Context: an optimization exercise on an open-source flow, tuned for small area and a short achievable clock period. The choices shown serve that exercise and are no tape-out recipe. The RTL was checked by simulation tests, not by an equivalence proof against the original design. Power figures rest on the tool's default switching activity, not on a simulated workload.

===== run.sh =====
#!/bin/bash
# synth_recipe.tcl (not shown) runs the flow's synth.tcl, then flattens the netlist and writes it again
# the make line also repeats each setting of config.mk as NAME=value (left out here)
make -C /OpenROAD-flow-scripts/flow DESIGN_CONFIG=/design/flow/config.mk WORK_HOME=/design/flow/orfs CLKGATE_MAP_FILE= SYNTH_SCRIPT=/design/flow/synth_recipe.tcl finish

===== config.mk =====
export PLATFORM = sky130hd
export DESIGN_NAME = peak_search_top
export DESIGN_NICKNAME = peak_search_top
export VERILOG_FILES = /design/flow/design.v
export SDC_FILE = /design/flow/constraint.sdc
export NUM_CORES = 4
export LEC_CHECK = 0
export CAP_MARGIN = 20
export CORE_MARGIN = 2
export CORE_UTILIZATION = 40
export SLEW_MARGIN = 20

===== constraint.sdc =====
create_clock -name core_clock -period 7.5 [get_ports {clk}]
set_input_delay 1.5000 -clock core_clock [delete_from_list [all_inputs] [get_ports {clk}]]
set_output_delay 1.5000 -clock core_clock [all_outputs]
set_load 0.01 [all_outputs]

===== design.v =====
`default_nettype none
package sample_pkg;
   typedef logic signed [12-1:0] sample_t;
   typedef logic [(12 + 1)-1:0] power_t;
   typedef logic [10-1:0] index_t;
   typedef logic [16-1:0] count_t;
   typedef logic [$clog2(1024):0] frame_len_t;
endpackage
`default_nettype wire
`default_nettype none
package apb_regs_pkg;
   typedef logic [31:0] apb_data_t;
   typedef logic [1:0] ctrl_t;
   typedef enum logic [8-1:0] {
      ADDR_CTRL        = 8'h00,
      ADDR_FRAME_LEN   = 8'h04,
      ADDR_STATUS      = 8'h08,
      ADDR_PEAK_POWER  = 8'h0C,
      ADDR_PEAK_INDEX  = 8'h10,
      ADDR_FRAME_COUNT = 8'h14
   } reg_addr_e;
   localparam int CTRL_ENABLE_BIT = 0;
   localparam int CTRL_IRQ_EN_BIT = 1;
   localparam int STATUS_DONE_BIT = 0;
   localparam int STATUS_BUSY_BIT = 1;
endpackage
`default_nettype wire
`timescale 1ns/1ns
`default_nettype none
module iq_pwr_tree (
   input  wire [11:0] i_i,
   input  wire [11:0] i_q,
   output wire [12:0] o_h1,
   output wire [12:0] o_h2,
   output wire        o_ca,
   output wire        o_cb
);
   wire hs1, hc2;
   assign hs1 = (i_i[2] & i_i[1]) ^ (i_i[0] & i_i[4]);
   assign hc2 = (i_i[2] & i_i[1]) & (i_i[0] & i_i[4]);
   wire hs3, hc4;
   assign hs3 = (i_q[2] & i_q[1]) ^ (i_q[0] & i_q[4]);
   assign hc4 = (i_q[2] & i_q[1]) & (i_q[0] & i_q[4]);
   wire fs5, fc6;
   assign fs5 = (i_i[3] & ~i_i[2]) ^ (i_i[0] & i_i[5]) ^ (i_i[1] & i_i[4]);
   assign fc6 = ((i_i[3] & ~i_i[2]) & (i_i[0] & i_i[5])) | ((i_i[3] & ~i_i[2]) & (i_i[1] & i_i[4])) | ((i_i[0] & i_i[5]) & (i_i[1] & i_i[4]));
   wire fs7, fc8;
   assign fs7 = (i_q[3] & ~i_q[2]) ^ (i_q[0] & i_q[5]) ^ (i_q[1] & i_q[4]);
   assign fc8 = ((i_q[3] & ~i_q[2]) & (i_q[0] & i_q[5])) | ((i_q[3] & ~i_q[2]) & (i_q[1] & i_q[4])) | ((i_q[0] & i_q[5]) & (i_q[1] & i_q[4]));
   wire fs9, fc10;
   assign fs9 = (i_i[3] & i_i[2]) ^ (i_i[0] & i_i[6]) ^ (i_i[1] & i_i[5]);
   assign fc10 = ((i_i[3] & i_i[2]) & (i_i[0] & i_i[6])) | ((i_i[3] & i_i[2]) & (i_i[1] & i_i[5])) | ((i_i[0] & i_i[6]) & (i_i[1] & i_i[5]));
   wire hs11, hc12;
   assign hs11 = (i_i[2] & i_i[4]) ^ fc6;
   assign hc12 = (i_i[2] & i_i[4]) & fc6;
   wire fs13, fc14;
   assign fs13 = (i_q[3] & i_q[2]) ^ (i_q[0] & i_q[6]) ^ (i_q[1] & i_q[5]);
   assign fc14 = ((i_q[3] & i_q[2]) & (i_q[0] & i_q[6])) | ((i_q[3] & i_q[2]) & (i_q[1] & i_q[5])) | ((i_q[0] & i_q[6]) & (i_q[1] & i_q[5]));
   wire hs15, hc16;
   assign hs15 = (i_q[2] & i_q[4]) ^ fc8;
   assign hc16 = (i_q[2] & i_q[4]) & fc8;
   wire fs17, fc18;
   assign fs17 = (i_i[4] & ~i_i[3]) ^ (i_i[0] & i_i[7]) ^ (i_i[1] & i_i[6]);
   assign fc18 = ((i_i[4] & ~i_i[3]) & (i_i[0] & i_i[7])) | ((i_i[4] & ~i_i[3]) & (i_i[1] & i_i[6])) | ((i_i[0] & i_i[7]) & (i_i[1] & i_i[6]));
   wire fs19, fc20;
   assign fs19 = (i_i[2] & i_i[5]) ^ fc10 ^ fs17;
   assign fc20 = ((i_i[2] & i_i[5]) & fc10) | ((i_i[2] & i_i[5]) & fs17) | (fc10 & fs17);
   wire fs21, fc22;
   assign fs21 = (i_q[4] & ~i_q[3]) ^ (i_q[0] & i_q[7]) ^ (i_q[1] & i_q[6]);
   assign fc22 = ((i_q[4] & ~i_q[3]) & (i_q[0] & i_q[7])) | ((i_q[4] & ~i_q[3]) & (i_q[1] & i_q[6])) | ((i_q[0] & i_q[7]) & (i_q[1] & i_q[6]));
   wire fs23, fc24;
   assign fs23 = (i_q[2] & i_q[5]) ^ fc14 ^ fs21;
   assign fc24 = ((i_q[2] & i_q[5]) & fc14) | ((i_q[2] & i_q[5]) & fs21) | (fc14 & fs21);
   wire fs25, fc26;
   assign fs25 = (i_i[4] & i_i[3]) ^ (i_i[0] & i_i[8]) ^ (i_i[1] & i_i[7]);
   assign fc26 = ((i_i[4] & i_i[3]) & (i_i[0] & i_i[8])) | ((i_i[4] & i_i[3]) & (i_i[1] & i_i[7])) | ((i_i[0] & i_i[8]) & (i_i[1] & i_i[7]));
   wire fs27, fc28;
   assign fs27 = (i_i[2] & i_i[6]) ^ (i_i[3] & i_i[5]) ^ fc18;
   assign fc28 = ((i_i[2] & i_i[6]) & (i_i[3] & i_i[5])) | ((i_i[2] & i_i[6]) & fc18) | ((i_i[3] & i_i[5]) & fc18);
   wire hs29, hc30;
   assign hs29 = fs25 ^ fc20;
   assign hc30 = fs25 & fc20;
   wire fs31, fc32;
   assign fs31 = (i_q[4] & i_q[3]) ^ (i_q[0] & i_q[8]) ^ (i_q[1] & i_q[7]);
   assign fc32 = ((i_q[4] & i_q[3]) & (i_q[0] & i_q[8])) | ((i_q[4] & i_q[3]) & (i_q[1] & i_q[7])) | ((i_q[0] & i_q[8]) & (i_q[1] & i_q[7]));
   wire fs33, fc34;
   assign fs33 = (i_q[2] & i_q[6]) ^ (i_q[3] & i_q[5]) ^ fc22;
   assign fc34 = ((i_q[2] & i_q[6]) & (i_q[3] & i_q[5])) | ((i_q[2] & i_q[6]) & fc22) | ((i_q[3] & i_q[5]) & fc22);
   wire hs35, hc36;
   assign hs35 = fs31 ^ fc24;
   assign hc36 = fs31 & fc24;
   wire fs37, fc38;
   assign fs37 = (i_i[5] & ~i_i[4]) ^ (i_i[0] & i_i[9]) ^ (i_i[1] & i_i[8]);
   assign fc38 = ((i_i[5] & ~i_i[4]) & (i_i[0] & i_i[9])) | ((i_i[5] & ~i_i[4]) & (i_i[1] & i_i[8])) | ((i_i[0] & i_i[9]) & (i_i[1] & i_i[8]));
   wire fs39, fc40;
   assign fs39 = (i_i[2] & i_i[7]) ^ (i_i[3] & i_i[6]) ^ fc26;
   assign fc40 = ((i_i[2] & i_i[7]) & (i_i[3] & i_i[6])) | ((i_i[2] & i_i[7]) & fc26) | ((i_i[3] & i_i[6]) & fc26);
   wire fs41, fc42;
   assign fs41 = fs37 ^ fc28 ^ fs39;
   assign fc42 = (fs37 & fc28) | (fs37 & fs39) | (fc28 & fs39);
   wire fs43, fc44;
   assign fs43 = (i_q[5] & ~i_q[4]) ^ (i_q[0] & i_q[9]) ^ (i_q[1] & i_q[8]);
   assign fc44 = ((i_q[5] & ~i_q[4]) & (i_q[0] & i_q[9])) | ((i_q[5] & ~i_q[4]) & (i_q[1] & i_q[8])) | ((i_q[0] & i_q[9]) & (i_q[1] & i_q[8]));
   wire fs45, fc46;
   assign fs45 = (i_q[2] & i_q[7]) ^ (i_q[3] & i_q[6]) ^ fc32;
   assign fc46 = ((i_q[2] & i_q[7]) & (i_q[3] & i_q[6])) | ((i_q[2] & i_q[7]) & fc32) | ((i_q[3] & i_q[6]) & fc32);
   wire fs47, fc48;
   assign fs47 = fs43 ^ fc34 ^ fs45;
   assign fc48 = (fs43 & fc34) | (fs43 & fs45) | (fc34 & fs45);
   wire fs49, fc50;
   assign fs49 = (i_i[5] & i_i[4]) ^ (i_i[0] & i_i[10]) ^ (i_i[1] & i_i[9]);
   assign fc50 = ((i_i[5] & i_i[4]) & (i_i[0] & i_i[10])) | ((i_i[5] & i_i[4]) & (i_i[1] & i_i[9])) | ((i_i[0] & i_i[10]) & (i_i[1] & i_i[9]));
   wire fs51, fc52;
   assign fs51 = (i_i[2] & i_i[8]) ^ (i_i[3] & i_i[7]) ^ (i_i[4] & i_i[6]);
   assign fc52 = ((i_i[2] & i_i[8]) & (i_i[3] & i_i[7])) | ((i_i[2] & i_i[8]) & (i_i[4] & i_i[6])) | ((i_i[3] & i_i[7]) & (i_i[4] & i_i[6]));
   wire fs53, fc54;
   assign fs53 = (i_q[5] & i_q[4]) ^ (i_q[0] & i_q[10]) ^ (i_q[1] & i_q[9]);
   assign fc54 = ((i_q[5] & i_q[4]) & (i_q[0] & i_q[10])) | ((i_q[5] & i_q[4]) & (i_q[1] & i_q[9])) | ((i_q[0] & i_q[10]) & (i_q[1] & i_q[9]));
   wire fs55, fc56;
   assign fs55 = (i_q[2] & i_q[8]) ^ (i_q[3] & i_q[7]) ^ (i_q[4] & i_q[6]);
   assign fc56 = ((i_q[2] & i_q[8]) & (i_q[3] & i_q[7])) | ((i_q[2] & i_q[8]) & (i_q[4] & i_q[6])) | ((i_q[3] & i_q[7]) & (i_q[4] & i_q[6]));
   wire fs57, fc58;
   assign fs57 = fc38 ^ fc44 ^ fs49;
   assign fc58 = (fc38 & fc44) | (fc38 & fs49) | (fc44 & fs49);
   wire fs59, fc60;
   assign fs59 = fs51 ^ fs53 ^ fs55;
   assign fc60 = (fs51 & fs53) | (fs51 & fs55) | (fs53 & fs55);
   wire fs61, fc62;
   assign fs61 = fc40 ^ fc46 ^ fs57;
   assign fc62 = (fc40 & fc46) | (fc40 & fs57) | (fc46 & fs57);
   wire fs63, fc64;
   assign fs63 = fs59 ^ fc42 ^ fc48;
   assign fc64 = (fs59 & fc42) | (fs59 & fc48) | (fc42 & fc48);
   wire fs65, fc66;
   assign fs65 = (i_i[6] & ~i_i[5]) ^ (i_i[1] & i_i[10]) ^ (i_i[2] & i_i[9]);
   assign fc66 = ((i_i[6] & ~i_i[5]) & (i_i[1] & i_i[10])) | ((i_i[6] & ~i_i[5]) & (i_i[2] & i_i[9])) | ((i_i[1] & i_i[10]) & (i_i[2] & i_i[9]));
   wire fs67, fc68;
   assign fs67 = (i_i[3] & i_i[8]) ^ (i_i[4] & i_i[7]) ^ (i_i[11] & i_i[0]);
   assign fc68 = ((i_i[3] & i_i[8]) & (i_i[4] & i_i[7])) | ((i_i[3] & i_i[8]) & (i_i[11] & i_i[0])) | ((i_i[4] & i_i[7]) & (i_i[11] & i_i[0]));
   wire fs69, fc70;
   assign fs69 = (i_q[6] & ~i_q[5]) ^ (i_q[1] & i_q[10]) ^ (i_q[2] & i_q[9]);
   assign fc70 = ((i_q[6] & ~i_q[5]) & (i_q[1] & i_q[10])) | ((i_q[6] & ~i_q[5]) & (i_q[2] & i_q[9])) | ((i_q[1] & i_q[10]) & (i_q[2] & i_q[9]));
   wire fs71, fc72;
   assign fs71 = (i_q[3] & i_q[8]) ^ (i_q[4] & i_q[7]) ^ (i_q[11] & i_q[0]);
   assign fc72 = ((i_q[3] & i_q[8]) & (i_q[4] & i_q[7])) | ((i_q[3] & i_q[8]) & (i_q[11] & i_q[0])) | ((i_q[4] & i_q[7]) & (i_q[11] & i_q[0]));
   wire fs73, fc74;
   assign fs73 = fc50 ^ fc52 ^ fc54;
   assign fc74 = (fc50 & fc52) | (fc50 & fc54) | (fc52 & fc54);
   wire fs75, fc76;
   assign fs75 = fc56 ^ fs65 ^ fs67;
   assign fc76 = (fc56 & fs65) | (fc56 & fs67) | (fs65 & fs67);
   wire fs77, fc78;
   assign fs77 = fs69 ^ fs71 ^ fc58;
   assign fc78 = (fs69 & fs71) | (fs69 & fc58) | (fs71 & fc58);
   wire fs79, fc80;
   assign fs79 = fc60 ^ fs73 ^ fs75;
   assign fc80 = (fc60 & fs73) | (fc60 & fs75) | (fs73 & fs75);
   wire fs81, fc82;
   assign fs81 = fc62 ^ fs77 ^ fs79;
   assign fc82 = (fc62 & fs77) | (fc62 & fs79) | (fs77 & fs79);
   wire fs83, fc84;
   assign fs83 = (i_i[6] & i_i[5]) ^ (i_i[2] & i_i[10]) ^ (i_i[3] & i_i[9]);
   assign fc84 = ((i_i[6] & i_i[5]) & (i_i[2] & i_i[10])) | ((i_i[6] & i_i[5]) & (i_i[3] & i_i[9])) | ((i_i[2] & i_i[10]) & (i_i[3] & i_i[9]));
   wire fs85, fc86;
   assign fs85 = (i_i[4] & i_i[8]) ^ (i_i[5] & i_i[7]) ^ (i_i[11] & ~i_i[0]);
   assign fc86 = ((i_i[4] & i_i[8]) & (i_i[5] & i_i[7])) | ((i_i[4] & i_i[8]) & (i_i[11] & ~i_i[0])) | ((i_i[5] & i_i[7]) & (i_i[11] & ~i_i[0]));
   wire fs87, fc88;
   assign fs87 = (i_i[11] & ~i_i[1]) ^ (i_q[6] & i_q[5]) ^ (i_q[2] & i_q[10]);
   assign fc88 = ((i_i[11] & ~i_i[1]) & (i_q[6] & i_q[5])) | ((i_i[11] & ~i_i[1]) & (i_q[2] & i_q[10])) | ((i_q[6] & i_q[5]) & (i_q[2] & i_q[10]));
   wire fs89, fc90;
   assign fs89 = (i_q[3] & i_q[9]) ^ (i_q[4] & i_q[8]) ^ (i_q[5] & i_q[7]);
   assign fc90 = ((i_q[3] & i_q[9]) & (i_q[4] & i_q[8])) | ((i_q[3] & i_q[9]) & (i_q[5] & i_q[7])) | ((i_q[4] & i_q[8]) & (i_q[5] & i_q[7]));
   wire fs91, fc92;
   assign fs91 = (i_q[11] & ~i_q[0]) ^ (i_q[11] & ~i_q[1]) ^ fc66;
   assign fc92 = ((i_q[11] & ~i_q[0]) & (i_q[11] & ~i_q[1])) | ((i_q[11] & ~i_q[0]) & fc66) | ((i_q[11] & ~i_q[1]) & fc66);
   wire fs93, fc94;
   assign fs93 = fc68 ^ fc70 ^ fc72;
   assign fc94 = (fc68 & fc70) | (fc68 & fc72) | (fc70 & fc72);
   wire fs95, fc96;
   assign fs95 = fs83 ^ fs85 ^ fs87;
   assign fc96 = (fs83 & fs85) | (fs83 & fs87) | (fs85 & fs87);
   wire fs97, fc98;
   assign fs97 = fs89 ^ fc74 ^ fc76;
   assign fc98 = (fs89 & fc74) | (fs89 & fc76) | (fc74 & fc76);
   wire fs99, fc100;
   assign fs99 = fs91 ^ fs93 ^ fs95;
   assign fc100 = (fs91 & fs93) | (fs91 & fs95) | (fs93 & fs95);
   wire fs101, fc102;
   assign fs101 = fc78 ^ fc80 ^ fs97;
   assign fc102 = (fc78 & fc80) | (fc78 & fs97) | (fc80 & fs97);
   wire hs103, hc104;
   assign hs103 = fs99 ^ fc82;
   assign hc104 = fs99 & fc82;
   wire fs105, fc106;
   assign fs105 = (i_i[7] & ~i_i[6]) ^ (i_i[3] & i_i[10]) ^ (i_i[4] & i_i[9]);
   assign fc106 = ((i_i[7] & ~i_i[6]) & (i_i[3] & i_i[10])) | ((i_i[7] & ~i_i[6]) & (i_i[4] & i_i[9])) | ((i_i[3] & i_i[10]) & (i_i[4] & i_i[9]));
   wire fs107, fc108;
   assign fs107 = (i_i[5] & i_i[8]) ^ (i_i[11] & ~i_i[2]) ^ (i_q[7] & ~i_q[6]);
   assign fc108 = ((i_i[5] & i_i[8]) & (i_i[11] & ~i_i[2])) | ((i_i[5] & i_i[8]) & (i_q[7] & ~i_q[6])) | ((i_i[11] & ~i_i[2]) & (i_q[7] & ~i_q[6]));
   wire fs109, fc110;
   assign fs109 = (i_q[3] & i_q[10]) ^ (i_q[4] & i_q[9]) ^ (i_q[5] & i_q[8]);
   assign fc110 = ((i_q[3] & i_q[10]) & (i_q[4] & i_q[9])) | ((i_q[3] & i_q[10]) & (i_q[5] & i_q[8])) | ((i_q[4] & i_q[9]) & (i_q[5] & i_q[8]));
   wire fs111, fc112;
   assign fs111 = (i_q[11] & ~i_q[2]) ^ fc84 ^ fc86;
   assign fc112 = ((i_q[11] & ~i_q[2]) & fc84) | ((i_q[11] & ~i_q[2]) & fc86) | (fc84 & fc86);
   wire fs113, fc114;
   assign fs113 = fc88 ^ fc90 ^ fs105;
   assign fc114 = (fc88 & fc90) | (fc88 & fs105) | (fc90 & fs105);
   wire fs115, fc116;
   assign fs115 = fs107 ^ fs109 ^ fc92;
   assign fc116 = (fs107 & fs109) | (fs107 & fc92) | (fs109 & fc92);
   wire fs117, fc118;
   assign fs117 = fc94 ^ fc96 ^ fs111;
   assign fc118 = (fc94 & fc96) | (fc94 & fs111) | (fc96 & fs111);
   wire fs119, fc120;
   assign fs119 = fs113 ^ fc98 ^ fs115;
   assign fc120 = (fs113 & fc98) | (fs113 & fs115) | (fc98 & fs115);
   wire fs121, fc122;
   assign fs121 = fc100 ^ fs117 ^ fc102;
   assign fc122 = (fc100 & fs117) | (fc100 & fc102) | (fs117 & fc102);
   wire hs123, hc124;
   assign hs123 = fs119 ^ hc104;
   assign hc124 = fs119 & hc104;
   wire fs125, fc126;
   assign fs125 = (i_i[7] & i_i[6]) ^ (i_i[4] & i_i[10]) ^ (i_i[5] & i_i[9]);
   assign fc126 = ((i_i[7] & i_i[6]) & (i_i[4] & i_i[10])) | ((i_i[7] & i_i[6]) & (i_i[5] & i_i[9])) | ((i_i[4] & i_i[10]) & (i_i[5] & i_i[9]));
   wire fs127, fc128;
   assign fs127 = (i_i[6] & i_i[8]) ^ (i_i[11] & ~i_i[3]) ^ (i_q[7] & i_q[6]);
   assign fc128 = ((i_i[6] & i_i[8]) & (i_i[11] & ~i_i[3])) | ((i_i[6] & i_i[8]) & (i_q[7] & i_q[6])) | ((i_i[11] & ~i_i[3]) & (i_q[7] & i_q[6]));
   wire fs129, fc130;
   assign fs129 = (i_q[4] & i_q[10]) ^ (i_q[5] & i_q[9]) ^ (i_q[6] & i_q[8]);
   assign fc130 = ((i_q[4] & i_q[10]) & (i_q[5] & i_q[9])) | ((i_q[4] & i_q[10]) & (i_q[6] & i_q[8])) | ((i_q[5] & i_q[9]) & (i_q[6] & i_q[8]));
   wire fs131, fc132;
   assign fs131 = (i_q[11] & ~i_q[3]) ^ fc106 ^ fc108;
   assign fc132 = ((i_q[11] & ~i_q[3]) & fc106) | ((i_q[11] & ~i_q[3]) & fc108) | (fc106 & fc108);
   wire fs133, fc134;
   assign fs133 = fc110 ^ fs125 ^ fs127;
   assign fc134 = (fc110 & fs125) | (fc110 & fs127) | (fs125 & fs127);
   wire fs135, fc136;
   assign fs135 = fs129 ^ fc112 ^ fc114;
   assign fc136 = (fs129 & fc112) | (fs129 & fc114) | (fc112 & fc114);
   wire fs137, fc138;
   assign fs137 = fs131 ^ fs133 ^ fc116;
   assign fc138 = (fs131 & fs133) | (fs131 & fc116) | (fs133 & fc116);
   wire fs139, fc140;
   assign fs139 = fc118 ^ fs135 ^ fc120;
   assign fc140 = (fc118 & fs135) | (fc118 & fc120) | (fs135 & fc120);
   wire fs141, fc142;
   assign fs141 = fs137 ^ fc122 ^ fs139;
   assign fc142 = (fs137 & fc122) | (fs137 & fs139) | (fc122 & fs139);
   wire fs143, fc144;
   assign fs143 = (i_i[8] & ~i_i[7]) ^ (i_i[5] & i_i[10]) ^ (i_i[6] & i_i[9]);
   assign fc144 = ((i_i[8] & ~i_i[7]) & (i_i[5] & i_i[10])) | ((i_i[8] & ~i_i[7]) & (i_i[6] & i_i[9])) | ((i_i[5] & i_i[10]) & (i_i[6] & i_i[9]));
   wire fs145, fc146;
   assign fs145 = (i_i[11] & ~i_i[4]) ^ (i_q[8] & ~i_q[7]) ^ (i_q[5] & i_q[10]);
   assign fc146 = ((i_i[11] & ~i_i[4]) & (i_q[8] & ~i_q[7])) | ((i_i[11] & ~i_i[4]) & (i_q[5] & i_q[10])) | ((i_q[8] & ~i_q[7]) & (i_q[5] & i_q[10]));
   wire fs147, fc148;
   assign fs147 = (i_q[6] & i_q[9]) ^ (i_q[11] & ~i_q[4]) ^ fc126;
   assign fc148 = ((i_q[6] & i_q[9]) & (i_q[11] & ~i_q[4])) | ((i_q[6] & i_q[9]) & fc126) | ((i_q[11] & ~i_q[4]) & fc126);
   wire fs149, fc150;
   assign fs149 = fc128 ^ fc130 ^ fs143;
   assign fc150 = (fc128 & fc130) | (fc128 & fs143) | (fc130 & fs143);
   wire fs151, fc152;
   assign fs151 = fs145 ^ fc132 ^ fc134;
   assign fc152 = (fs145 & fc132) | (fs145 & fc134) | (fc132 & fc134);
   wire fs153, fc154;
   assign fs153 = fs147 ^ fs149 ^ fc136;
   assign fc154 = (fs147 & fs149) | (fs147 & fc136) | (fs149 & fc136);
   wire fs155, fc156;
   assign fs155 = fs151 ^ fc138 ^ fs153;
   assign fc156 = (fs151 & fc138) | (fs151 & fs153) | (fc138 & fs153);
   wire hs157, hc158;
   assign hs157 = fc140 ^ fs155;
   assign hc158 = fc140 & fs155;
   wire fs159, fc160;
   assign fs159 = (i_i[8] & i_i[7]) ^ (i_i[6] & i_i[10]) ^ (i_i[7] & i_i[9]);
   assign fc160 = ((i_i[8] & i_i[7]) & (i_i[6] & i_i[10])) | ((i_i[8] & i_i[7]) & (i_i[7] & i_i[9])) | ((i_i[6] & i_i[10]) & (i_i[7] & i_i[9]));
   wire fs161, fc162;
   assign fs161 = (i_i[11] & ~i_i[5]) ^ (i_q[8] & i_q[7]) ^ (i_q[6] & i_q[10]);
   assign fc162 = ((i_i[11] & ~i_i[5]) & (i_q[8] & i_q[7])) | ((i_i[11] & ~i_i[5]) & (i_q[6] & i_q[10])) | ((i_q[8] & i_q[7]) & (i_q[6] & i_q[10]));
   wire fs163, fc164;
   assign fs163 = (i_q[7] & i_q[9]) ^ (i_q[11] & ~i_q[5]) ^ fc144;
   assign fc164 = ((i_q[7] & i_q[9]) & (i_q[11] & ~i_q[5])) | ((i_q[7] & i_q[9]) & fc144) | ((i_q[11] & ~i_q[5]) & fc144);
   wire fs165, fc166;
   assign fs165 = fc146 ^ fs159 ^ fs161;
   assign fc166 = (fc146 & fs159) | (fc146 & fs161) | (fs159 & fs161);
   wire fs167, fc168;
   assign fs167 = fc148 ^ fc150 ^ fs163;
   assign fc168 = (fc148 & fc150) | (fc148 & fs163) | (fc150 & fs163);
   wire fs169, fc170;
   assign fs169 = fs165 ^ fc152 ^ fs167;
   assign fc170 = (fs165 & fc152) | (fs165 & fs167) | (fc152 & fs167);
   wire fs171, fc172;
   assign fs171 = fc154 ^ fs169 ^ fc156;
   assign fc172 = (fc154 & fs169) | (fc154 & fc156) | (fs169 & fc156);
   wire fs173, fc174;
   assign fs173 = (i_i[9] & ~i_i[8]) ^ (i_i[7] & i_i[10]) ^ (i_i[11] & ~i_i[6]);
   assign fc174 = ((i_i[9] & ~i_i[8]) & (i_i[7] & i_i[10])) | ((i_i[9] & ~i_i[8]) & (i_i[11] & ~i_i[6])) | ((i_i[7] & i_i[10]) & (i_i[11] & ~i_i[6]));
   wire fs175, fc176;
   assign fs175 = (i_q[9] & ~i_q[8]) ^ (i_q[7] & i_q[10]) ^ (i_q[11] & ~i_q[6]);
   assign fc176 = ((i_q[9] & ~i_q[8]) & (i_q[7] & i_q[10])) | ((i_q[9] & ~i_q[8]) & (i_q[11] & ~i_q[6])) | ((i_q[7] & i_q[10]) & (i_q[11] & ~i_q[6]));
   wire fs177, fc178;
   assign fs177 = fc160 ^ fc162 ^ fs173;
   assign fc178 = (fc160 & fc162) | (fc160 & fs173) | (fc162 & fs173);
   wire fs179, fc180;
   assign fs179 = fs175 ^ fc164 ^ fc166;
   assign fc180 = (fs175 & fc164) | (fs175 & fc166) | (fc164 & fc166);
   wire fs181, fc182;
   assign fs181 = fs177 ^ fc168 ^ fs179;
   assign fc182 = (fs177 & fc168) | (fs177 & fs179) | (fc168 & fs179);
   wire hs183, hc184;
   assign hs183 = fc170 ^ fs181;
   assign hc184 = fc170 & fs181;
   wire fs185, fc186;
   assign fs185 = (i_i[9] & i_i[8]) ^ (i_i[8] & i_i[10]) ^ (i_i[11] & ~i_i[7]);
   assign fc186 = ((i_i[9] & i_i[8]) & (i_i[8] & i_i[10])) | ((i_i[9] & i_i[8]) & (i_i[11] & ~i_i[7])) | ((i_i[8] & i_i[10]) & (i_i[11] & ~i_i[7]));
   wire fs187, fc188;
   assign fs187 = (i_q[9] & i_q[8]) ^ (i_q[8] & i_q[10]) ^ (i_q[11] & ~i_q[7]);
   assign fc188 = ((i_q[9] & i_q[8]) & (i_q[8] & i_q[10])) | ((i_q[9] & i_q[8]) & (i_q[11] & ~i_q[7])) | ((i_q[8] & i_q[10]) & (i_q[11] & ~i_q[7]));
   wire fs189, fc190;
   assign fs189 = fc174 ^ fc176 ^ fs185;
   assign fc190 = (fc174 & fc176) | (fc174 & fs185) | (fc176 & fs185);
   wire fs191, fc192;
   assign fs191 = fs187 ^ fc178 ^ fs189;
   assign fc192 = (fs187 & fc178) | (fs187 & fs189) | (fc178 & fs189);
   wire fs193, fc194;
   assign fs193 = fc180 ^ fs191 ^ fc182;
   assign fc194 = (fc180 & fs191) | (fc180 & fc182) | (fs191 & fc182);
   wire fs195, fc196;
   assign fs195 = (i_i[10] & ~i_i[9]) ^ (i_i[11] & ~i_i[8]) ^ (i_q[10] & ~i_q[9]);
   assign fc196 = ((i_i[10] & ~i_i[9]) & (i_i[11] & ~i_i[8])) | ((i_i[10] & ~i_i[9]) & (i_q[10] & ~i_q[9])) | ((i_i[11] & ~i_i[8]) & (i_q[10] & ~i_q[9]));
   wire fs197, fc198;
   assign fs197 = (i_q[11] & ~i_q[8]) ^ fc186 ^ fc188;
   assign fc198 = ((i_q[11] & ~i_q[8]) & fc186) | ((i_q[11] & ~i_q[8]) & fc188) | (fc186 & fc188);
   wire fs199, fc200;
   assign fs199 = fs195 ^ fc190 ^ fs197;
   assign fc200 = (fs195 & fc190) | (fs195 & fs197) | (fc190 & fs197);
   wire hs201, hc202;
   assign hs201 = fc192 ^ fs199;
   assign hc202 = fc192 & fs199;
   wire fs203, fc204;
   assign fs203 = (i_i[10] & i_i[9]) ^ (i_i[11] & ~i_i[9]) ^ (i_q[10] & i_q[9]);
   assign fc204 = ((i_i[10] & i_i[9]) & (i_i[11] & ~i_i[9])) | ((i_i[10] & i_i[9]) & (i_q[10] & i_q[9])) | ((i_i[11] & ~i_i[9]) & (i_q[10] & i_q[9]));
   wire fs205, fc206;
   assign fs205 = (i_q[11] & ~i_q[9]) ^ fc196 ^ fs203;
   assign fc206 = ((i_q[11] & ~i_q[9]) & fc196) | ((i_q[11] & ~i_q[9]) & fs203) | (fc196 & fs203);
   wire fs207, fc208;
   assign fs207 = fc198 ^ fs205 ^ fc200;
   assign fc208 = (fc198 & fs205) | (fc198 & fc200) | (fs205 & fc200);
   wire fs209, fc210;
   assign fs209 = (i_i[11] & i_i[10]) ^ (i_q[11] & i_q[10]) ^ fc204;
   assign fc210 = ((i_i[11] & i_i[10]) & (i_q[11] & i_q[10])) | ((i_i[11] & i_i[10]) & fc204) | ((i_q[11] & i_q[10]) & fc204);
   wire hs211, hc212;
   assign hs211 = fc206 ^ fs209;
   assign hc212 = fc206 & fs209;
   wire fs213, fc214;
   assign fs213 = (i_i[11] & i_i[10]) ^ (i_q[11] & i_q[10]) ^ fc210;
   assign fc214 = ((i_i[11] & i_i[10]) & (i_q[11] & i_q[10])) | ((i_i[11] & i_i[10]) & fc210) | ((i_q[11] & i_q[10]) & fc210);
   wire [11:0] low_A;
   assign low_A = {1'b0, hc30, fs27, hc12, fs9, hc2, (i_i[1] & i_i[3]), (i_i[2] & ~i_i[1]), (i_i[1] & i_i[0]), (i_i[1] & ~i_i[0]), 1'b0, i_i[0]} + {1'b0, fs41, hs29, fs19, hs11, fs5, hs1, (i_i[0] & i_i[3]), (i_i[0] & i_i[2]), 1'b0, 1'b0, 1'b0};
   wire [11:0] low_B;
   assign low_B = {1'b0, hc36, fs33, hc16, fs13, hc4, (i_q[1] & i_q[3]), (i_q[2] & ~i_q[1]), (i_q[1] & i_q[0]), (i_q[1] & ~i_q[0]), 1'b0, i_q[0]} + {1'b0, fs47, hs35, fs23, hs15, fs7, hs3, (i_q[0] & i_q[3]), (i_q[0] & i_q[2]), 1'b0, 1'b0, 1'b0};
   assign o_h1 = {hc212, fc208, hc202, fc194, hc184, fc172, hc158, fc142, hc124, fs121, fs101, fc64, fs61};
   assign o_h2 = {fs213, hs211, fs207, hs201, fs193, hs183, fs171, hs157, fs141, hs123, hs103, fs81, fs63};
   assign o_ca = low_A[11];
   assign o_cb = low_B[11];
endmodule
module iq_power (
   input  wire                 clk,
   input  wire                 i_rst_n,
   input  wire                 i_valid,
   output logic                o_ready,
   input  wire sample_pkg::sample_t i_i,
   input  wire sample_pkg::sample_t i_q,
   output logic                o_pwr_valid,
   input  wire                 i_pwr_ready,
   output sample_pkg::power_t  o_pwr_power
);
   logic [12:0] h1, h2;
   logic        ca, cb;
   sample_pkg::power_t pwr_d;
   logic        take;
   iq_pwr_tree tree0 (
      .i_i  (i_i),
      .i_q  (i_q),
      .o_h1 (h1),
      .o_h2 (h2),
      .o_ca (ca),
      .o_cb (cb)
   );
   assign pwr_d = h1 + h2 + {12'd0, ca} + {12'd0, cb};
   assign o_ready = i_pwr_ready | ~o_pwr_valid;
   assign take    = i_valid & o_ready;
   always_ff @(posedge clk) begin
      if (!i_rst_n) begin
         o_pwr_valid <= 1'b0;
      end else if (take) begin
         o_pwr_valid <= 1'b1;
      end else if (i_pwr_ready) begin
         o_pwr_valid <= 1'b0;
      end
   end
   always_ff @(posedge clk) begin
      if (take) begin
         o_pwr_power <= pwr_d;
      end
   end
endmodule
`default_nettype wire
`timescale 1ns/1ns
`default_nettype none
module frame_arg_max (
   input  wire                     clk,
   input  wire                     i_rst_n,
   input  wire                     i_enable,
   input  wire sample_pkg::frame_len_t i_frame_len,
   input  wire                     i_pwr_valid,
   output logic                    o_pwr_ready,
   input  wire sample_pkg::power_t i_pwr_power,
   output logic                    o_res_valid,
   output sample_pkg::power_t      o_peak_power,
   output sample_pkg::index_t      o_peak_index,
   input  wire                     i_res_busy,
   output logic                    o_busy
);
   logic                   hold_q;
   sample_pkg::index_t     cnt_q;
   sample_pkg::index_t     cnt_inc;
   sample_pkg::index_t     len_q;
   sample_pkg::index_t     cur_len;
   sample_pkg::power_t     max_q;
   sample_pkg::index_t     idx_q;
   logic                   first;
   logic                   take;
   logic                   last;
   logic                   upd;
   assign o_pwr_ready = i_enable & ~hold_q;
   assign take        = i_pwr_valid & o_pwr_ready;
   assign first   = (cnt_q == '0);
   assign cnt_inc = cnt_q + 1'b1;
   assign cur_len = first ? i_frame_len[10-1:0] : len_q;
   assign last    = (cnt_inc == cur_len);
   assign o_busy = ~first | hold_q;
   assign upd = first | (i_pwr_power > max_q);
   always_ff @(posedge clk) begin
      if (!i_rst_n) begin
         hold_q      <= 1'b0;
         cnt_q       <= '0;
         o_res_valid <= 1'b0;
      end else begin
         o_res_valid <= 1'b0;
         if (hold_q) begin
            if (!i_res_busy) begin
               hold_q      <= 1'b0;
               o_res_valid <= 1'b1;
            end
         end else if (take) begin
            if (last) begin
               cnt_q <= '0;
               if (i_res_busy || o_res_valid) begin
                  hold_q <= 1'b1;
               end else begin
                  o_res_valid <= 1'b1;
               end
            end else begin
               cnt_q <= cnt_inc;
            end
         end
      end
   end
   always_ff @(posedge clk) begin
      if (take) begin
         if (upd) begin
            max_q <= i_pwr_power;
            idx_q <= cnt_q;
         end
         if (first) begin
            len_q <= i_frame_len[10-1:0];
         end
      end
   end
   assign o_peak_power = max_q;
   assign o_peak_index = idx_q;
endmodule
`default_nettype wire
`timescale 1ns/1ns
`default_nettype none
module peak_apb_regs (
   input  wire                      clk,
   input  wire                      i_rst_n,
   input  wire                      i_psel,
   input  wire                      i_penable,
   input  wire                      i_pwrite,
   input  wire logic [8-1:0]  i_paddr,
   input  wire apb_regs_pkg::apb_data_t i_pwdata,
   output apb_regs_pkg::apb_data_t  o_prdata,
   output logic                     o_pready,
   output logic                     o_pslverr,
   output logic                     o_enable,
   output sample_pkg::frame_len_t   o_frame_len,
   input  wire                      i_res_valid,
   input  wire sample_pkg::power_t  i_peak_power,
   input  wire sample_pkg::index_t  i_peak_index,
   input  wire                      i_busy,
   output logic                     o_res_busy,
   output logic                     o_irq
);
   apb_regs_pkg::ctrl_t      ctrl_q;
   sample_pkg::frame_len_t frame_len_q;
   logic       done_q;
   logic       irq_q;
   sample_pkg::power_t     peak_power_q;
   sample_pkg::index_t     peak_index_q;
   sample_pkg::count_t     frame_count_q;
   logic       access;
   logic [5:0] sel_d;
   logic [5:0] sel_q;
   logic       wr;
   apb_regs_pkg::apb_data_t  rdata;
   localparam int FL_W = $clog2(1024) + 1;
   function automatic sample_pkg::frame_len_t clamp_len(input apb_regs_pkg::apb_data_t wdata);
      if (wdata == '0 || wdata > 1024) begin
         clamp_len = 1024;
      end else begin
         clamp_len = wdata[FL_W-1:0];
      end
   endfunction
   assign sel_d[0] = (i_paddr == 8'h00);
   assign sel_d[1] = (i_paddr == 8'h04);
   assign sel_d[2] = (i_paddr == 8'h08);
   assign sel_d[3] = (i_paddr == 8'h0C);
   assign sel_d[4] = (i_paddr == 8'h10);
   assign sel_d[5] = (i_paddr == 8'h14);
   always_ff @(posedge clk) begin
      sel_q <= sel_d;
   end
   assign access = i_psel & i_penable;
   assign wr     = access & i_pwrite;
   always_comb begin
      rdata = '0;
      rdata[1:0]   = rdata[1:0]   | ({2{sel_q[0]}} & ctrl_q);
      rdata[10:0]  = rdata[10:0]  | ({11{sel_q[1]}} & frame_len_q);
      rdata[1:0]   = rdata[1:0]   | ({2{sel_q[2]}} & {i_busy, done_q});
      rdata[12:0]  = rdata[12:0]  | ({13{sel_q[3]}} & peak_power_q);
      rdata[9:0]   = rdata[9:0]   | ({10{sel_q[4]}} & peak_index_q);
      rdata[15:0]  = rdata[15:0]  | ({16{sel_q[5]}} & frame_count_q);
   end
   assign o_prdata  = rdata;
   assign o_pready  = 1'b1;
   assign o_pslverr = ~|sel_q;
   always_ff @(posedge clk) begin
      if (!i_rst_n) begin
         ctrl_q        <= '0;
         frame_len_q   <= 1024;
         done_q        <= 1'b0;
         irq_q         <= 1'b0;
         frame_count_q <= '0;
      end else begin
         irq_q <= done_q & ctrl_q[apb_regs_pkg::CTRL_IRQ_EN_BIT];
         if (wr && sel_q[0]) begin
            ctrl_q <= i_pwdata[1:0];
         end
         if (wr && sel_q[1]) begin
            frame_len_q <= clamp_len(i_pwdata);
         end
         if (i_res_valid) begin
            done_q        <= 1'b1;
            frame_count_q <= frame_count_q + 1'b1;
         end else if (wr && sel_q[2] && i_pwdata[apb_regs_pkg::STATUS_DONE_BIT]) begin
            done_q <= 1'b0;
         end
      end
   end
   always_ff @(posedge clk) begin
      if (i_res_valid) begin
         peak_power_q <= i_peak_power;
         peak_index_q <= i_peak_index;
      end
   end
   assign o_enable    = ctrl_q[apb_regs_pkg::CTRL_ENABLE_BIT];
   assign o_frame_len = frame_len_q;
   assign o_res_busy  = done_q;
   assign o_irq       = irq_q;
endmodule
`default_nettype wire
`timescale 1ns/1ns
`default_nettype none
module peak_search_top (
   input  wire                      clk,
   input  wire                      i_rst_n,
   input  wire                      i_s_valid,
   output wire                      o_s_ready,
   input  wire sample_pkg::sample_t i_s_i,
   input  wire sample_pkg::sample_t i_s_q,
   input  wire                      i_psel,
   input  wire                      i_penable,
   input  wire                      i_pwrite,
   input  wire logic [8-1:0]  i_paddr,
   input  wire apb_regs_pkg::apb_data_t i_pwdata,
   output wire apb_regs_pkg::apb_data_t o_prdata,
   output wire                      o_pready,
   output wire                      o_pslverr,
   output wire                      o_irq
);
   logic       enable;
   sample_pkg::frame_len_t frame_len;
   logic       res_valid;
   sample_pkg::power_t     peak_power;
   sample_pkg::index_t     peak_index;
   logic       res_busy;
   logic       busy;
   logic       pwr_valid;
   logic       pwr_ready;
   sample_pkg::power_t     pwr_power;
   iq_power power0 (
      .clk     (clk),
      .i_rst_n (i_rst_n),
      .i_valid (i_s_valid),
      .o_ready (o_s_ready),
      .i_i     (i_s_i),
      .i_q     (i_s_q),
      .o_pwr_valid (pwr_valid),
      .i_pwr_ready (pwr_ready),
      .o_pwr_power (pwr_power)
   );
   frame_arg_max search0 (
      .clk           (clk),
      .i_rst_n       (i_rst_n),
      .i_enable      (enable),
      .i_frame_len   (frame_len),
      .i_pwr_valid   (pwr_valid),
      .o_pwr_ready   (pwr_ready),
      .i_pwr_power   (pwr_power),
      .o_res_valid   (res_valid),
      .o_peak_power  (peak_power),
      .o_peak_index  (peak_index),
      .i_res_busy    (res_busy),
      .o_busy        (busy)
   );
   peak_apb_regs regs0 (
      .clk           (clk),
      .i_rst_n       (i_rst_n),
      .i_psel        (i_psel),
      .i_penable     (i_penable),
      .i_pwrite      (i_pwrite),
      .i_paddr       (i_paddr),
      .i_pwdata      (i_pwdata),
      .o_prdata      (o_prdata),
      .o_pready      (o_pready),
      .o_pslverr     (o_pslverr),
      .o_enable      (enable),
      .o_frame_len   (frame_len),
      .i_res_valid   (res_valid),
      .i_peak_power  (peak_power),
      .i_peak_index  (peak_index),
      .i_busy        (busy),
      .o_res_busy    (res_busy),
      .o_irq         (o_irq)
   );
endmodule
`default_nettype wire

==> run notes, run 1 <==
* Initial Util at approximately 40%
* DP HPWL at 17,400 um
* Worst VDD drop at 0.182 mV
* Cts hold-fix bufs at 0
* Post-synthesis cell count at 986
* ANT cells at 0
* 1st-pass router iterations at 5
* Status: finished clean
* CP Class: in2reg
* Post-CTS setup repair buffer count at 0
* Crit. End Element: flop
* Count leader, synth: inv_1
* Combinational Power Share at 45.6%
* Max Fanout on Critical Path at 13
* CP required at between 7 and 8 ns
* Vias in the first global route at 7,267
* Filler cell count at 2,221
* Rel. slew slack at ~45%
* Clk pin slew, worst setup/hold paths at 0.05 ns
* Root Driver: clkbuf_16
* Seq cells post-synth at 119
* Post-Place Cell Area at 11,000 um^2
* Lkg Pwr at 4.94 nW
* Worst hold margin at 0.424 ns
* DR iter-0 viols at around 360
* Syn_area_per_cell at between 9 and 10 um^2
* Area share of the largest cell type after synthesis at between 20% and 30%
* Number of CTS-inserted buffers at 17
* P_int at approximately 2.0 mW
* Max Cap Viol at 0
* Switching Fraction at 33.8%
* Share of cells above drive strength 1 at just under 7%
* Total Negative Setup Slacks at 0 ns
* Buffers on Ports at 88
* Synth area leaders: edfxtp_1 21%, fa_1 19%, dfxtp_1 10%
* Syn. warnings at 3
* Overall Power at 3.08 mW
* Final setup viols at 0
* Area Growth Syn to Fin at 18.6%
* Sequential share of the synthesized area at approximately a third
* Wirelength per Cell at 15.4 um
* Die W at 160 um
* Sequential share of power at 27.4%
* Fin crit share at 89.3%
* Clock Path Buffers at 2
* CTS tree: built
* Wirelength, routed at 21,700 um
* Gr ovfl total at 0
* CTS H-tree depth at 4
* Vert. Die Dim at 160 um
* Worst-margin pin slew at 0.822 ns
* RSZ-0062 raised after global routing: no
* Worst skew pair latency at ~0.4 ns
* Core box area at 24,200 um^2
* Post-synthesis cell type count at 68
* Critical Path Start Type: primary input
* RR Endpoint: search0.hold_q$_SDFF_PN0_
* CP arrival at around 7 ns
* Global placement routability congestion at 0.827
* FF-to-FF path depth at 9
* Antenna violations before repair at 0
* Psw at around 1.0 mW
* Routed vias at 7,089
* Hold/Removal Path Class: reg2reg
* Crit path time final at approximately 6.7 ns
* Area leader, netlist: edfxtp_1
* R2r setup slk at 4.36 ns
* EDFF count, synth at 69
* Drt via density at around 5.0
* Layout Nets at around 1,300
* FMAX at approximately 150 MHz
* CTS resizes at 0
* Clock power frac at 27.0%
* Worst Setup SP: i_s_q[4]
* Mapped cell area at 9780 um^2
* Most instantiated cells after synthesis: 127 x inv_1, 95 x fa_1, 89 x nand2_1, 73 x and2_1, 69 x edfxtp_1
* Hold Fails Final Rpt at 0
* First-pass GRT wire length at 36,400 um
* Detail Route Antenna Nets at 0
* Fin. max-slew vios at 0
* Worst Skew at 0.00822 ns
* Largest net degree at the start of global routing at 43
* Die area at ~26,000 um^2
* Final Cell Area at 11,600 um^2
* Ports at about 110
* DRC viols at 0
* CTS sink cnt at between 100 and 150
* Gr usage total at between 10% and 20%
* Crit path capture: power0.o_pwr_power[12]$_DFFE_PP_
* Row count at 57
* Reg2reg start: search0.cnt_q[0]$_SDFFE_PN0P_
* Asr flop ratio synth at 0%
* Post-synth top flop: edfxtp_1
* Pwr dens at 266 nW/um^2
worst max-delay path, stage by stage:
cell and delay [ns]:
clkdlybuf4s50_1 0.72, nand2_1 0.15, fa_1 0.47, fa_1 0.49, inv_1 0.05, fa_1 0.43
ha_1 0.32, nand2_1 0.09, nor2_1 0.04, a211oi_1 0.26, fa_1 0.45, inv_1 0.06
ha_1 0.16, inv_1 0.06, fa_1 0.39, nor2b_1 0.13, o21ai_0 0.11, a21boi_0 0.35
o211ai_1 0.15, a21oi_1 0.20, o31ai_1 0.12, xnor2_1 0.13
flip-flops by register name (all words and copies together) (netlist names):
signal               flops
regs0.frame_count_q     16
power0.o_pwr_power      13
regs0.peak_power_q      13
search0.max_q           13
regs0.frame_len_q       11
regs0.peak_index_q      10
search0.cnt_q           10
search0.idx_q           10
search0.len_q           10
regs0.sel_q              6
regs0.ctrl_q             2
power0.o_pwr_valid       1
regs0.done_q             1
regs0.irq_q              1
search0.hold_q           1
search0.o_res_valid      1
layer usage:
layer / vias to the layer above / wire (um) / track usage (%)
li1: 3421 / - / -
met1: 3463 / 9690 / 22.3
met2: 182 / 10700 / 30.7
met3: 23 / 922 / 2.32
met4: 0 / 395 / 5.57
met5: - / 0 / 0
cell usage in the layout, fill, tap and decap left out, drive strengths merged, types with 9 or more instances in the layout:
master and n:
a21oi 31, a22oi 30, and2 73, and3 9, buf 20, clkbuf 23
clkdlybuf4s50 88, conb 17, dfxtp 50, edfxtp 69, fa 95, ha 65
inv 127, nand2 89, nand2b 16, nand3 25, nand4 12, nor2 45
nor2b 35, nor3 13, nor4 13, o21ai 14, xnor2 24, xor2 14
area by class of cell:
type | instances | area (um^2) | share of cell area (%)
Clock inverter | 9 | 151 | 1.31
Tap cell | 324 | 405 | 3.50
Clock buffer | 23 | 458 | 3.95
Timing Repair Buffer | 108 | 1030 | 8.89
Sequential cell | 119 | 3070 | 26.5
Inverter | 127 | 477 | 4.11
Multi-Input combinational cell | 695 | 6000 | 51.7
worst min-delay path by stage:
stage	cells after the start	slack (ns)	startpoint	to
6_report	0	0.42	search0.idx_q[5]$_DFFE_PP_	regs0.peak_index_q[5]$_DFFE_PP_
5_1_grt	0	0.42	search0.idx_q[5]$_DFFE_PP_	regs0.peak_index_q[5]$_DFFE_PP_
4_1_cts	0	0.42	search0.idx_q[5]$_DFFE_PP_	regs0.peak_index_q[5]$_DFFE_PP_
3_5_place_dp	0	0.41	search0.idx_q[5]$_DFFE_PP_	regs0.peak_index_q[5]$_DFFE_PP_
3_3_place_gp	0	0.41	search0.idx_q[5]$_DFFE_PP_	regs0.peak_index_q[5]$_DFFE_PP_
2_1_floorplan	0	0.40	search0.idx_q[0]$_DFFE_PP_	regs0.peak_index_q[0]$_DFFE_PP_
kinds of logic after synthesis:
| group | share of synthesized area (%) |
|---|---|
| AND/OR/NAND/NOR | 19.4 |
| buffers and inverters | 7.88 |
| adder cells (fa/ha/maj) | 27.8 |
| AO/OA/AOI/OAI | 9.20 |
| flip-flops | 31.4 |
| XOR/XNOR | 3.40 |
| multiplexers | 0.896 |
| other | 0.0768 |
stage by stage:
step           setup slack [ns]  util (%)  instances
3_3_place_gp              0.515      45.4       1373
5_1_grt                   0.378      48.0       1405
4_1_cts                   0.803      47.9       1405
3_5_place_dp              0.360      45.4       1373
2_1_floorplan              1.27         -       1001
6_report                  0.805      48.0       1405
power by group through the flow:
stage | Combinational [mW] | Sequential [mW] | Clock [mW]
2_1_floorplan | 1.12 | 0.849 | 0
3_3_place_gp | 1.41 | 0.856 | 0
3_5_place_dp | 1.42 | 0.858 | 0
4_1_cts | 1.43 | 0.844 | 0.847
5_1_grt | 1.63 | 0.849 | 0.873
6_report | 1.41 | 0.844 | 0.833
==> run 2: changes to the inputs <==
--- a/design.v
+++ b/design.v
@@ -376,17 +376,6 @@
    input  wire                 i_pwr_ready,
-   output sample_pkg::power_t  o_pwr_power
+   output sample_pkg::sample_t o_i,
+   output sample_pkg::sample_t o_q
 );
-   logic [12:0] h1, h2;
-   logic        ca, cb;
-   sample_pkg::power_t pwr_d;
-   logic        take;
-   iq_pwr_tree tree0 (
-      .i_i  (i_i),
-      .i_q  (i_q),
-      .o_h1 (h1),
-      .o_h2 (h2),
-      .o_ca (ca),
-      .o_cb (cb)
-   );
-   assign pwr_d = h1 + h2 + {12'd0, ca} + {12'd0, cb};
+   logic take;
    assign o_ready = i_pwr_ready | ~o_pwr_valid;
@@ -404,3 +393,4 @@
       if (take) begin
-         o_pwr_power <= pwr_d;
+         o_i <= i_i;
+         o_q <= i_q;
       end
@@ -418,3 +408,4 @@
    output logic                    o_pwr_ready,
-   input  wire sample_pkg::power_t i_pwr_power,
+   input  wire sample_pkg::sample_t i_i,
+   input  wire sample_pkg::sample_t i_q,
    output logic                    o_res_valid,
@@ -430,4 +421,2 @@
    sample_pkg::index_t     cur_len;
-   sample_pkg::power_t     max_q;
-   sample_pkg::index_t     idx_q;
    logic                   first;
@@ -435,2 +424,12 @@
    logic                   last;
+   logic                   lag_v_q;
+   logic                   lag_first_q;
+   sample_pkg::index_t     lag_idx_q;
+   logic [12:0]            h1, h2, lag_h1_q, lag_h2_q;
+   logic                   ca, cb, lag_ca_q, lag_cb_q;
+   sample_pkg::power_t     lag_pwr;
+   sample_pkg::power_t     max_q;
+   sample_pkg::index_t     idx_q;
+   sample_pkg::power_t     max_d;
+   sample_pkg::index_t     idx_d;
    logic                   upd;
@@ -443,3 +442,2 @@
    assign o_busy = ~first | hold_q;
-   assign upd = first | (i_pwr_power > max_q);
    always_ff @(posedge clk) begin
@@ -449,4 +447,6 @@
          o_res_valid <= 1'b0;
+         lag_v_q     <= 1'b0;
       end else begin
          o_res_valid <= 1'b0;
+         lag_v_q     <= take;
          if (hold_q) begin
@@ -471,14 +471,32 @@
    always_ff @(posedge clk) begin
-      if (take) begin
-         if (upd) begin
-            max_q <= i_pwr_power;
-            idx_q <= cnt_q;
-         end
-         if (first) begin
-            len_q <= i_frame_len[10-1:0];
-         end
+      if (take && first) begin
+         len_q <= i_frame_len[10-1:0];
       end
    end
-   assign o_peak_power = max_q;
-   assign o_peak_index = idx_q;
+   iq_pwr_tree tree0 (
+      .i_i  (i_i),
+      .i_q  (i_q),
+      .o_h1 (h1),
+      .o_h2 (h2),
+      .o_ca (ca),
+      .o_cb (cb)
+   );
+   always_ff @(posedge clk) begin
+      lag_h1_q    <= h1;
+      lag_h2_q    <= h2;
+      lag_ca_q    <= ca;
+      lag_cb_q    <= cb;
+      lag_idx_q   <= cnt_q;
+      lag_first_q <= first;
+   end
+   assign lag_pwr = lag_h1_q + lag_h2_q + {12'd0, lag_ca_q} + {12'd0, lag_cb_q};
+   assign upd   = lag_v_q & (lag_first_q | (lag_pwr > max_q));
+   assign max_d = upd ? lag_pwr : max_q;
+   assign idx_d = upd ? lag_idx_q : idx_q;
+   always_ff @(posedge clk) begin
+      max_q <= max_d;
+      idx_q <= idx_d;
+   end
+   assign o_peak_power = max_d;
+   assign o_peak_index = idx_d;
 endmodule
@@ -613,3 +631,4 @@
    logic       pwr_ready;
-   sample_pkg::power_t     pwr_power;
+   sample_pkg::sample_t    pwr_i;
+   sample_pkg::sample_t    pwr_q;
    iq_power power0 (
@@ -623,3 +642,4 @@
       .i_pwr_ready (pwr_ready),
-      .o_pwr_power (pwr_power)
+      .o_i     (pwr_i),
+      .o_q     (pwr_q)
    );
@@ -632,3 +652,4 @@
       .o_pwr_ready   (pwr_ready),
-      .i_pwr_power   (pwr_power),
+      .i_i           (pwr_i),
+      .i_q           (pwr_q),
       .o_res_valid   (res_valid),
--- a/config.mk
+++ b/config.mk
@@ -7,2 +7,3 @@
 export LEC_CHECK = 0
+export ABC_CLOCK_PERIOD_IN_PS = 3000
 export CAP_MARGIN = 20
==> run 2 against run 1 <==
Effect of this change: sequential power is 27% higher; largest cell class unchanged; non-clock buffer count decreased by 16; highest routed layer unchanged; core utilization is 1.2 points lower; hold slack gained 0.050 ns; synthesized area grew 13%; wire length up 5.6%; sequential share of layout area increased by 5.0 points; count of clock-buffer cells in the layout is 3 lower; sequential cell count up 51; still clean on timing, DRC and antenna; clock skew is 0.015 ns higher; fmax increased by 31%.
==> run notes, run 2 <==
* Syn. warnings at 3 (unchanged)
* Setup ws final at 2.39 ns (+1.59 ns)
* EDFF count, synth at 57 (-17%)
* CP Class: reg2reg
* Global placement routability congestion at 0.806 (-2.5%)
* Wirelength per Cell at 15.6 um (+0.97%)
* Crit path cell chain: fa_1, ha_1, inv_1, fa_1, nor2b_1, o21ai_0, a21oi_1, o21ai_0, a21oi_1, nor4b_1, a211o_1, ha_1, a21oi_1, nor2b_1, o21ai_0, nand2_1, o21ba_2, o21ai_2, buf_4, mux2_2
* Clk pin slew, worst setup/hold paths at 0.07 ns (+0.02 ns)
* Post-synthesis cell type count at 70 (+2.9%)
* Slowest CP cell: fa_1
* Hold Fails Final Rpt at 0 (unchanged)
* ANT cells at 0 (unchanged)
* Top reg by flops: regs0.frame_count_q
* DRC viols at 0 (unchanged)
* Vert. Die Dim at 170 um (+6.1%)
* 1st-pass router iterations at 5 (unchanged)
* First-pass GRT wire length at 38,300 um (+5.2%)
* Hold/Removal Path Class: reg2reg
* Number of flip-flops in the largest register at 16 (unchanged)
* Detail Route Antenna Nets at 0 (unchanged)
* Initial Util at 40.8% (+0.38 points)
* CTS sink cnt at 170 (+43%)
* CTS tree: built
* Pwr dens at 252 nW/um^2 (-5.3%)
* Largest net degree at the start of global routing at 55 (+28%)
* Most frequent cells in the layout: 113 x dfxtp_1, 111 x inv_1, 101 x and2_1
* Gr ovfl total at 0 (unchanged)
* Post-CTS setup repair buffer count at 0 (unchanged)
* Worst VDD drop at 0.193 mV (+6.0%)
* Lkg Pwr at 5.32 nW (+7.7%)
* Worst-margin pin slew at 0.875 ns (+0.0528 ns)
* DR iter-0 viols at 495 (+39%)
* Fin crit share at 68.1% (-21 points)
* Post-synthesis cell count at 1,058 (+7.3%)
* Clock Path Buffers at 2 (unchanged)
* Die area at 28,900 um^2 (+13%)
* Count leader, synth: dfxtp_1
* Root Driver: clkbuf_16
* Max Fanout on Critical Path at 17 (+4)
* Place WS at 2.43 ns (+2.07 ns)
* Layout Nets at 1,346 (+3.7%)
* Rel. slew slack at 41.5% (-3.6 points)
* Asr flop ratio synth at 0% (unchanged)
* CP top delay family: compound AO/OA/AOI/OAI gates
* Crit path time final at 5.11 ns (-1.59 ns)
* Status: finished clean
* Core box area at 27,000 um^2 (+12%)
* Area leader, netlist: dfxtp_1
* Ports at 106 (unchanged)
* RSZ-0062 raised after global routing: no
* Share of cells above drive strength 1 at 6.56% (-0.19 points)
* Routed vias at 7,395 (+4.3%)
* Most common cell after layout, fill and taps aside: dfxtp_1
* Number of CTS-inserted buffers at 17 (unchanged)
* DP HPWL at 17,500 um (+0.51%)
* Overall Power at 3.18 mW (+3.2%)
* Cts hold-fix bufs at 0 (unchanged)
* CTS resizes at 0 (unchanged)
* Crit. End Element: flop
* Post-synth top flop: dfxtp_1
* Syn_area_per_cell at 10.4 um^2 (+5.2%)
* Max Cap Viol at 0 (unchanged)
* Fin. max-slew vios at 0 (unchanged)
* Area share of the largest cell type after synthesis at 20.5% (-0.69 points)
* Row count at 60 (+5.3%)
* Most instantiated cells after synthesis: 113 x dfxtp_1, 111 x inv_1, 101 x and2_1, 96 x fa_1, 74 x nand2_1
* Wirelength, routed at 22,900 um (+5.6%)
* Crit path buffers/inverters at 2 (-2)
* CP required at 7.67 ns (+0.02 ns)
* Drt via density at 5.03 (-0.23%)
* CP arrival at 5.27 ns (-1.57 ns)
* Total Negative Setup Slacks at 0 ns (unchanged)
* Mapped cell area at 11,000 um^2 (+13%)
* Die W at 170 um (+6.1%)
* CTS H-tree depth at 4 (unchanged)
* Critical Path Start Type: flop
* Worst Skew at 0.0237 ns (+0.0154 ns)
* Worst hold margin at 0.475 ns (+0.0501 ns)
* Gr usage total at 16.8% (-0.67 points)
* Seq cells post-synth at 170 (+43%)
* Vias in the first global route at 7,435 (+2.3%)
* Antenna violations before repair at 0 (unchanged)
* Worst skew pair latency at 0.44 ns (+0.04 ns)
* FMAX at 196 MHz (+31%)
* Filler cell count at 2,506 (+13%)
* Buffers on Ports at 88 (unchanged)
* Final setup viols at 0 (unchanged)
* Synth area leaders: dfxtp_1 20%, fa_1 17%, edfxtp_1 16%
* Max incr delay on CP at 0.55 ns (-0.17 ns)
* Sequential share of the synthesized area at 36.0% (+4.6 points)
* Area Growth Syn to Fin at 14.5%
-- run 2: power by group --
part | switching, mW | internal (mW)
logic | 0.660 | 0.583
registers | 0.0458 | 1.03
clock network | 0.387 | 0.477
total | 1.09 | 2.09
-- run 2: final timing paths --
| path | from | end | slack (ns) | cells past startpoint |
|---|---|---|---|---|
| max | search0.lag_cb_q$_DFF_P_ | regs0.peak_power_q[8]$_DFFE_PP_ | 2.39 | 20 |
| max reg2reg | search0.lag_cb_q$_DFF_P_ | regs0.peak_power_q[8]$_DFFE_PP_ | 2.39 | 20 |
| min | search0.idx_q[5]$_DFF_P_ | search0.idx_q[5]$_DFF_P_ | 0.47 | 1 |
| min reg2reg | search0.idx_q[5]$_DFF_P_ | search0.idx_q[5]$_DFF_P_ | 0.47 | 1 |
-- run 2: layout make-up --
cell class                 instances  area, um^2  area share [%]
sequential                       170        3970            31.5
clock inverter                    12         128            1.01
inverter                         111         417            3.30
timing repair buffer              92         911            7.21
clock buffer                      20         447            3.54
multi-input combinational        723        6330            50.1
tap                              341         427            3.38
-- run 2: worst register-to-register path: cells and delay by family, from the launching register on --
family / cells / cell delay (ns)
AO/OA/AOI/OAI: 9 / 1.99
adder cells (fa/ha/maj): 4 / 1.43
buffers and inverters: 2 / 0.39
flip-flops: 1 / 0.32
multiplexers: 1 / 0.38
AND/OR/NAND/NOR: 4 / 0.36
-- run 2: kinds of logic after synthesis --
group / synth area share, %
other: 0.0681
flip-flops: 36.0
multiplexers: 3.16
XOR/XNOR: 2.94
adder cells (fa/ha/maj): 24.8
AO/OA/AOI/OAI: 7.12
buffers and inverters: 7.19
AND/OR/NAND/NOR: 18.7
-- run 2: metrics by stage --
| stage | instances | instance area [um^2] | util (%) |
|---|---|---|---|
| 2_1_floorplan | 1073 | 11100 | - |
| 3_3_place_gp | 1437 | 12100 | 44.6 |
| 3_5_place_dp | 1437 | 12100 | 44.6 |
| 4_1_cts | 1469 | 12600 | 46.7 |
| 5_1_grt | 1469 | 12600 | 46.7 |
| 6_report | 1469 | 12600 | 46.7 |
-- run 2: routing by layer --
layer	wire, um	global-route usage, %
met5	0	0
met4	352	4.61
met3	715	2.63
met2	11100	27.7
met1	10700	22.9
==> run 3: changes to the inputs <==
--- a/config.mk
+++ b/config.mk
@@ -7,3 +7,2 @@
 export LEC_CHECK = 0
-export ABC_CLOCK_PERIOD_IN_PS = 3000
 export CAP_MARGIN = 20
@@ -11,2 +10,3 @@
 export CORE_UTILIZATION = 40
+export SETUP_SLACK_MARGIN = 3.0
 export SLEW_MARGIN = 20
==> run 3 against run 2 <==
Effect of this change: still clean on timing, DRC and antenna; core utilization is 1.2 points higher; sequential power hardly changed; highest routed layer unchanged; synthesized cell count stayed put; via count is 1.0% higher; clock power is 2% higher; sequential share of layout area is 0.81 points lower; largest power group unchanged; combinational power is 15% higher; total power is 6.0% higher.
==> run notes, run 3 <==
* Area Growth Syn to Fin at 17.5%
* ANT cells at 0 (unchanged)
* Critical Path Start Type: flop
* Final Cell Area at 13,000 um^2 (+2.7%)
* Lkg Pwr at 5.50 nW (+3.4%)
* Status: finished clean
* Psw at 1.18 mW (+7.6%)
* Crit. End Element: flop
* Sequential share of power at 31.9% (-1.9 points)
* Largest net degree at the start of global routing at 55 (unchanged)
* CTS H-tree depth at 4 (unchanged)
* Switching Fraction at 34.9% (+0.50 points)
* Number of flip-flops in the largest register at 16 (unchanged)
* Setup ws final at 3.01 ns (+0.622 ns)
* Gr ovfl total at 0 (unchanged)
* Area share of the largest cell type after synthesis at 20.5% (unchanged)
* Asr flop ratio synth at 0% (unchanged)
* Fin crit share at 59.8% (-8.3 points)
* Vias in the first global route at 7,654 (+2.9%)
* Synth area leaders: dfxtp_1 20%, fa_1 17%, edfxtp_1 16%
* Seq cells post-synth at 170 (unchanged)
* Wirelength, routed at 24,000 um (+4.9%)
* Syn. warnings at 3 (unchanged)
* CP required at 7.68 ns (about the same)
* EDFF count, synth at 57 (unchanged)
* P_int at 2.20 mW (+5.2%)
* Drt via density at 5.03 (-0.15%)
* Util after Layout at 48.0% (+1.2 points)
* 1st-pass router iterations at 5 (unchanged)
* Crit path time final at 4.49 ns (-0.622 ns)
* Die W at 170 um (unchanged)
* Top reg by flops: regs0.frame_count_q
* Initial Util at 40.8% (unchanged)
* CTS tree: built
* DRC viols at 0 (unchanged)
* Max Fanout on Critical Path at 5 (-12)
* Filler cell count at 2,483 (-0.92%)
* Share of cells above drive strength 1 at 9.61% (+3.0 points)
* DP HPWL at 17,800 um (+1.9%)
* Row count at 60 (unchanged)
* FMAX at 223 MHz (+14%)
* Combinational Power Share at 42.0% (+2.9 points)
* Max incr delay on CP at 0.54 ns (about the same)
* Detail Route Antenna Nets at 0 (unchanged)
* Overall Power at 3.37 mW (+6.0%)
* Die area at 28,900 um^2 (unchanged)
* First-pass GRT wire length at 39,600 um (+3.5%)
* Root Driver: clkbuf_16
* Most common cell after layout, fill and taps aside: dfxtp_1
* Rel. slew slack at 43.1% (+1.7 points)
* Layout Nets at 1,363 (+1.3%)
* CP Class: reg2reg
* Routed vias at 7,469 (+1.0%)
* CP top delay family: adder cells
* Syn_area_per_cell at 10.4 um^2 (unchanged)
* Gr usage total at 17.5% (+0.77 points)
* CP arrival at 4.66 ns (-0.61 ns)
* Hold/Removal Path Class: reg2reg
* Hold Fails Final Rpt at 0 (unchanged)
* Worst Skew at 0.0109 ns (-0.0127 ns)
* Slowest CP cell: fa_1
* Buffers on Ports at 88 (unchanged)
* Worst skew pair latency at 0.43 ns (about the same)
* RSZ-0062 raised after global routing: yes
* Fin. max-slew vios at 0 (unchanged)
* Place WS at 2.36 ns (-0.0684 ns)
* Clk pin slew, worst setup/hold paths at 0.08 ns (about the same)
* Post-Place Cell Area at 12,100 um^2 (about the same)
* Total Negative Setup Slacks at 0 ns (unchanged)
* Ports at 106 (unchanged)
* Post-synthesis cell type count at 70 (unchanged)
[run 3: cell counts after synthesis]
No cell type changed its count.
[run 3: worst register-to-register path, stage by stage (launching register included)]
cell and delay, ns:
dfxtp_2 0.32, fa_1 0.54, ha_2 0.20, inv_2 0.04
fa_2 0.36, nor2b_2 0.13, o21ai_2 0.08, a21oi_2 0.18
o21ai_2 0.08, a21oi_2 0.20, buf_4 0.15, buf_4 0.10
nand4_1 0.10, nand3_2 0.15, ha_4 0.22, nand4_1 0.13
nor2_2 0.07, a21oi_1 0.11, nand2_1 0.08, o21ba_4 0.21
o21ai_4 0.28, buf_4 0.17, mux2_2 0.33
[run 3: kinds of logic (layout without fill, tap and decap cells)]
family / Yosys count / after routing / synth area share, %
AOI/OAI and AO/OA: 114 / 115 / 7.12
xor gates and xnor gates: 37 / 37 / 2.94
adders and majority gates: 161 / 161 / 24.8
buffers and inverters: 180 / 251 / 7.19
DFF: 170 / 170 / 36.0
muxes: 32 / 32 / 3.16
other: 2 / 17 / 0.0681
and+or+nand+nor: 362 / 362 / 18.7
[run 3: metrics by stage]
stage,hold WS (ns),std cells
after global placement,0.448,1437
after global routing,0.471,1486
after floorplan,0.330,1073
final,0.460,1486
after detailed placement,0.447,1437
after CTS,0.468,1479
[run 3: repair_timing]
action / CTS / global route
setup buffers: 9 / 7
pin swaps: 8 / 20
cloned: 1 / 0
gates resized for setup: 14 / 35
setup endpoints to repair: 46 / 46
[run 3: final timing paths]
| kind | from | end | slack (ns) | depth (start not counted) |
|---|---|---|---|---|
| setup / recovery | search0.lag_h1_q[0]$_DFF_P_ | regs0.peak_index_q[1]$_DFFE_PP_ | 3.01 | 22 |
| hold / removal | search0.cnt_q[9]$_SDFFE_PN0P_ | search0.lag_idx_q[9]$_DFF_P_ | 0.46 | 0 |
| setup reg to reg | search0.lag_h1_q[0]$_DFF_P_ | regs0.peak_index_q[1]$_DFFE_PP_ | 3.01 | 22 |
| hold reg to reg | search0.cnt_q[9]$_SDFFE_PN0P_ | search0.lag_idx_q[9]$_DFF_P_ | 0.46 | 0 |
[run 3: layout make-up]
class | count | area (um^2) | share of cell area (%)
well taps | 341 | 427 | 3.29
clock inverters | 13 | 129 | 0.994
multi-input cells | 724 | 6520 | 50.2
repair buffers | 108 | 1050 | 8.12
flip-flops and latches | 170 | 3980 | 30.7
inverters | 111 | 417 | 3.21
clock buffers | 19 | 453 | 3.49
[run 3: per-layer routing]
layer / global-route usage [%] / up-vias / wire length (um)
met5: 0 / - / 0
li1: - / 3620 / -
met4: 4.91 / 0 / 374
met1: 23.4 / 3702 / 11000
met3: 3.56 / 23 / 804
met2: 29.0 / 124 / 11800
[run 3: power groups by stage]
stage | registers, mW | clock network [mW] | logic (mW)
2_1_floorplan | 1.07 | 0 | 0.979
3_3_place_gp | 1.09 | 0 | 1.25
3_5_place_dp | 1.10 | 0 | 1.26
4_1_cts | 1.08 | 0.901 | 1.34
5_1_grt | 1.08 | 0.939 | 1.65
6_report | 1.08 | 0.881 | 1.42

port drivers added, routing unchanged:
The results above use ideal ports. As a check the final layouts listed here were re-extracted and re-timed, cells and wires unchanged.
Step 1 assumes that a clkbuf_16 drives the clock port and a buf_2 every other input.
Step 2 moves the port delays by t, midway between the first and last clock arrival at a register: inputs arrive t later, outputs are due t later. That takes back most of the time a late clock gives input paths.
Three values: ideal, step 1, step 2; two values: the first two.
run	shift t [ns]	slack for setup (ns)	worst setup path at the end
run 1	0.439	0.805 / 0.823 / 0.384	input to register
run 2	0.472	2.392 / 2.392 / 2.392	register to register
run 3	0.479	3.014 / 3.014 / 3.014	register to register
After both steps every run listed still meets setup and hold. The setup slack of run 1, which loses most, moves by +0.018 ns with the drivers and by -0.421 ns with both steps.
